Background: an optimization exercise with open tools, aiming at small area and a short achievable clock period. Do not read the settings as production practice.
Only simulation tests tie the RTL to the original design; equivalence was not proved.

## cpu6_mmu
module cpu6_mmu
(
    input  logic        clock,
    input  logic        reset,
    input  logic [55:0] micro_in,
    input  logic [7:0]  data_in,
    output logic [18:0] address,
    output logic        write_en,
    output logic [7:0]  data_out
);
    logic       sel_swap, sel_rf, sel_mhi, sel_mlo, sel_bus;
    logic [7:0] const_q;                            
    logic       ld_res, ld_idx, ld_pb, mar_cp;      
    logic       rf_we, pt_we, war_lo, bus_wr;       
    logic       war_hi, war_inc, mar_inc, swap_ld;  
    logic       bus_rd;                             
    wire [3:0] m_dp  = micro_in[3:0];
    wire [2:0] m_e6  = micro_in[6:4];
    wire [2:0] m_k11 = micro_in[9:7];
    wire [2:0] m_h11 = micro_in[12:10];
    wire [1:0] m_e7  = micro_in[14:13];
    always_ff @(posedge clock or posedge reset) begin
        if (reset) begin
            sel_swap <= 1'b1;    
            sel_rf   <= 1'b0;
            sel_mhi  <= 1'b0;
            sel_mlo  <= 1'b0;
            sel_bus  <= 1'b0;
            const_q  <= '0;
            ld_res   <= 1'b0;
            ld_idx   <= 1'b0;
            ld_pb    <= 1'b0;
            mar_cp   <= 1'b0;
            rf_we    <= 1'b0;
  ...
Size in the first run: ~4500 flip-flops, about 94 I/O pins.
clock: 8.0 ns
lec_check: 0
cap_margin: 20
core_margin: 2
core_utilization: 55
cts_cluster_diameter: 100
cts_cluster_size: 25
setup_slack_margin: 4.5
slew_margin: 20
tns_end_percent: 5
standard.sh (not shown) runs the stock make flow with config.mk's settings and CLKGATE_MAP_FILE= SYNTH_SCRIPT=/design/flow/synth_recipe.tcl, a recipe that flattens the netlist after the stock synthesis.
==> flow/flow/run.sh <==
#!/bin/bash
# Standard layout, with slow stacked-OR/NOR cells (4-input OR/NOR, 3-input OR/NOR and the
# wide AOI/OAI cells) added to the platform's don't-use list, so that synthesis builds the
# wide register-file and page-table read trees from faster cells. Flip-flop mapping is
# unaffected (no sequential cell is excluded). The delay cells are excluded too, so the port
# buffers are ordinary buffers that timing repair can resize. Output is logged in this folder.
set -euo pipefail
PLATFORM_DONT_USE="sky130_fd_sc_hd__probe_p_8 sky130_fd_sc_hd__probec_p_8 sky130_fd_sc_hd__lpflow_bleeder_1 sky130_fd_sc_hd__lpflow_clkbufkapwr_1 sky130_fd_sc_hd__lpflow_clkbufkapwr_16 sky130_fd_sc_hd__lpflow_clkbufkapwr_2 sky130_fd_sc_hd__lpflow_clkbufkapwr_4 sky130_fd_sc_hd__lpflow_clkbufkapwr_8 sky130_fd_sc_hd__lpflow_clkinvkapwr_1 sky130_fd_sc_hd__lpflow_clkinvkapwr_16 sky130_fd_sc_hd__lpflow_clkinvkapwr_2 sky130_fd_sc_hd__lpflow_clkinvkapwr_4 sky130_fd_sc_hd__lpflow_clkinvkapwr_8 sky130_fd_sc_hd__lpflow_decapkapwr_12 sky130_fd_sc_hd__lpflow_decapkapwr_3 sky130_fd_sc_hd__lpflow_decapkapwr_4 sky130_fd_sc_hd__lpflow_decapkapwr_6 sky130_fd_sc_hd__lpflow_decapkapwr_8 sky130_fd_sc_hd__lpflow_inputiso0n_1 sky130_fd_sc_hd__lpflow_inputiso0p_1 sky130_fd_sc_hd__lpflow_inputiso1n_1 sky130_fd_sc_hd__lpflow_inputiso1p_1 sky130_fd_sc_hd__lpflow_inputisolatch_1 sky130_fd_sc_hd__lpflow_isobufsrc_1 sky130_fd_sc_hd__lpflow_isobufsrc_16 sky130_fd_sc_hd__lpflow_isobufsrc_2 sky130_fd_sc_hd__lpflow_isobufsrc_4 sky130_fd_sc_hd__lpflow_isobufsrc_8 sky130_fd_sc_hd__lpflow_isobufsrckapwr_16 sky130_fd_sc_hd__lpflow_lsbuf_lh_hl_isowell_tap_1 sky130_fd_sc_hd__lpflow_lsbuf_lh_hl_isowell_tap_2 sky130_fd_sc_hd__lpflow_lsbuf_lh_hl_isowell_tap_4 sky130_fd_sc_hd__lpflow_lsbuf_lh_isowell_4 sky130_fd_sc_hd__lpflow_lsbuf_lh_isowell_tap_1 sky130_fd_sc_hd__lpflow_lsbuf_lh_isowell_tap_2 sky130_fd_sc_hd__lpflow_lsbuf_lh_isowell_tap_4"
SLOW_CELLS="sky130_fd_sc_hd__or4_1 sky130_fd_sc_hd__or4_2 sky130_fd_sc_hd__or4_4 sky130_fd_sc_hd__nor4_1 sky130_fd_sc_hd__nor4_2 sky130_fd_sc_hd__nor4_4 sky130_fd_sc_hd__or4b_1 sky130_fd_sc_hd__or4b_2 sky130_fd_sc_hd__or4b_4 sky130_fd_sc_hd__or4bb_1 sky130_fd_sc_hd__or4bb_2 sky130_fd_sc_hd__or4bb_4 sky130_fd_sc_hd__nor4b_1 sky130_fd_sc_hd__nor4b_2 sky130_fd_sc_hd__nor4b_4 sky130_fd_sc_hd__nor4bb_1 sky130_fd_sc_hd__nor4bb_2 sky130_fd_sc_hd__nor4bb_4 sky130_fd_sc_hd__a2111o_1 sky130_fd_sc_hd__a2111o_2 sky130_fd_sc_hd__a2111o_4 sky130_fd_sc_hd__a2111oi_0 sky130_fd_sc_hd__a2111oi_1 sky130_fd_sc_hd__a2111oi_2 sky130_fd_sc_hd__a2111oi_4 sky130_fd_sc_hd__o2111a_1 sky130_fd_sc_hd__o2111a_2 sky130_fd_sc_hd__o2111a_4 sky130_fd_sc_hd__o2111ai_1 sky130_fd_sc_hd__o2111ai_2 sky130_fd_sc_hd__o2111ai_4 sky130_fd_sc_hd__or3_1 sky130_fd_sc_hd__or3_2 sky130_fd_sc_hd__or3_4 sky130_fd_sc_hd__nor3_1 sky130_fd_sc_hd__nor3_2 sky130_fd_sc_hd__nor3_4 sky130_fd_sc_hd__o311a_1 sky130_fd_sc_hd__o311ai_0 sky130_fd_sc_hd__o41a_1 sky130_fd_sc_hd__o41ai_1 sky130_fd_sc_hd__a41o_1 sky130_fd_sc_hd__a41oi_1 sky130_fd_sc_hd__clkdlybuf4s15_1 sky130_fd_sc_hd__clkdlybuf4s15_2 sky130_fd_sc_hd__clkdlybuf4s18_1 sky130_fd_sc_hd__clkdlybuf4s18_2 sky130_fd_sc_hd__clkdlybuf4s25_1 sky130_fd_sc_hd__clkdlybuf4s25_2 sky130_fd_sc_hd__clkdlybuf4s50_1 sky130_fd_sc_hd__clkdlybuf4s50_2 sky130_fd_sc_hd__dlygate4sd1_1 sky130_fd_sc_hd__dlygate4sd2_1 sky130_fd_sc_hd__dlygate4sd3_1 sky130_fd_sc_hd__dlymetal6s2s_1 sky130_fd_sc_hd__dlymetal6s4s_1 sky130_fd_sc_hd__dlymetal6s6s_1 "
bash standard.sh DONT_USE_CELLS="$PLATFORM_DONT_USE $SLOW_CELLS" finish > layout.log 2>&1
The first run ran to the end with no violations.
Edit:
CORE_UTILIZATION = 60   (was 55)
CTS_CLUSTER_DIAMETER = 90   (was 100)
SETUP_SLACK_MARGIN = 4.7   (was 4.5)
=>
- The new run completed without violations
- fmax drops by 4.0%
- routed wire length fell by 0.46%
- cell area barely changes
Edit:
CORE_UTILIZATION = 58   (was 60)
SETUP_SLACK_MARGIN = 4.5   (was 4.7)
The changed run passed the timing, design-rule and antenna checks.
Setup slack gets better by 49 ps.
First-iteration DRC count decreases by 2.2%.
Die area increases by 3.4%.
Cell count increases by 0.95%.
Clock skew increases by 12 ps.
Via count decreases by 0.74%.

re-timing with driven ports:
Ports are ideal in the flow. The routed layouts listed here were re-timed in OpenROAD. Step 1 sets driving cells, clkbuf_16 on the clock port and buf_2 on the other inputs (assumed; they add their load-dependent delay and slew). Step 2 times the ports against the registers' clock, not the clock port: input delays grow and output delays shrink by t, the midpoint of the rising clock arrivals with the driver on. Three values: ideal ports, drivers, drivers and shift; two values: the first two.
| run | t (ns) | setup WS [ns] | clock arrival spread, ns | cell pins on the clock port's net |
|---|---|---|---|---|
| the first run | 1.037 | 4.177 / 4.177 / 4.177 | 0.058 / 0.058 | 1 |
| the second run | 1.046 | 4.016 / 4.016 / 4.016 | 0.049 / 0.049 | 1 |
| the third run | 1.051 | 4.065 / 4.065 / 4.065 | 0.060 / 0.059 | 1 |
After both steps setup and hold are still met in every run listed.
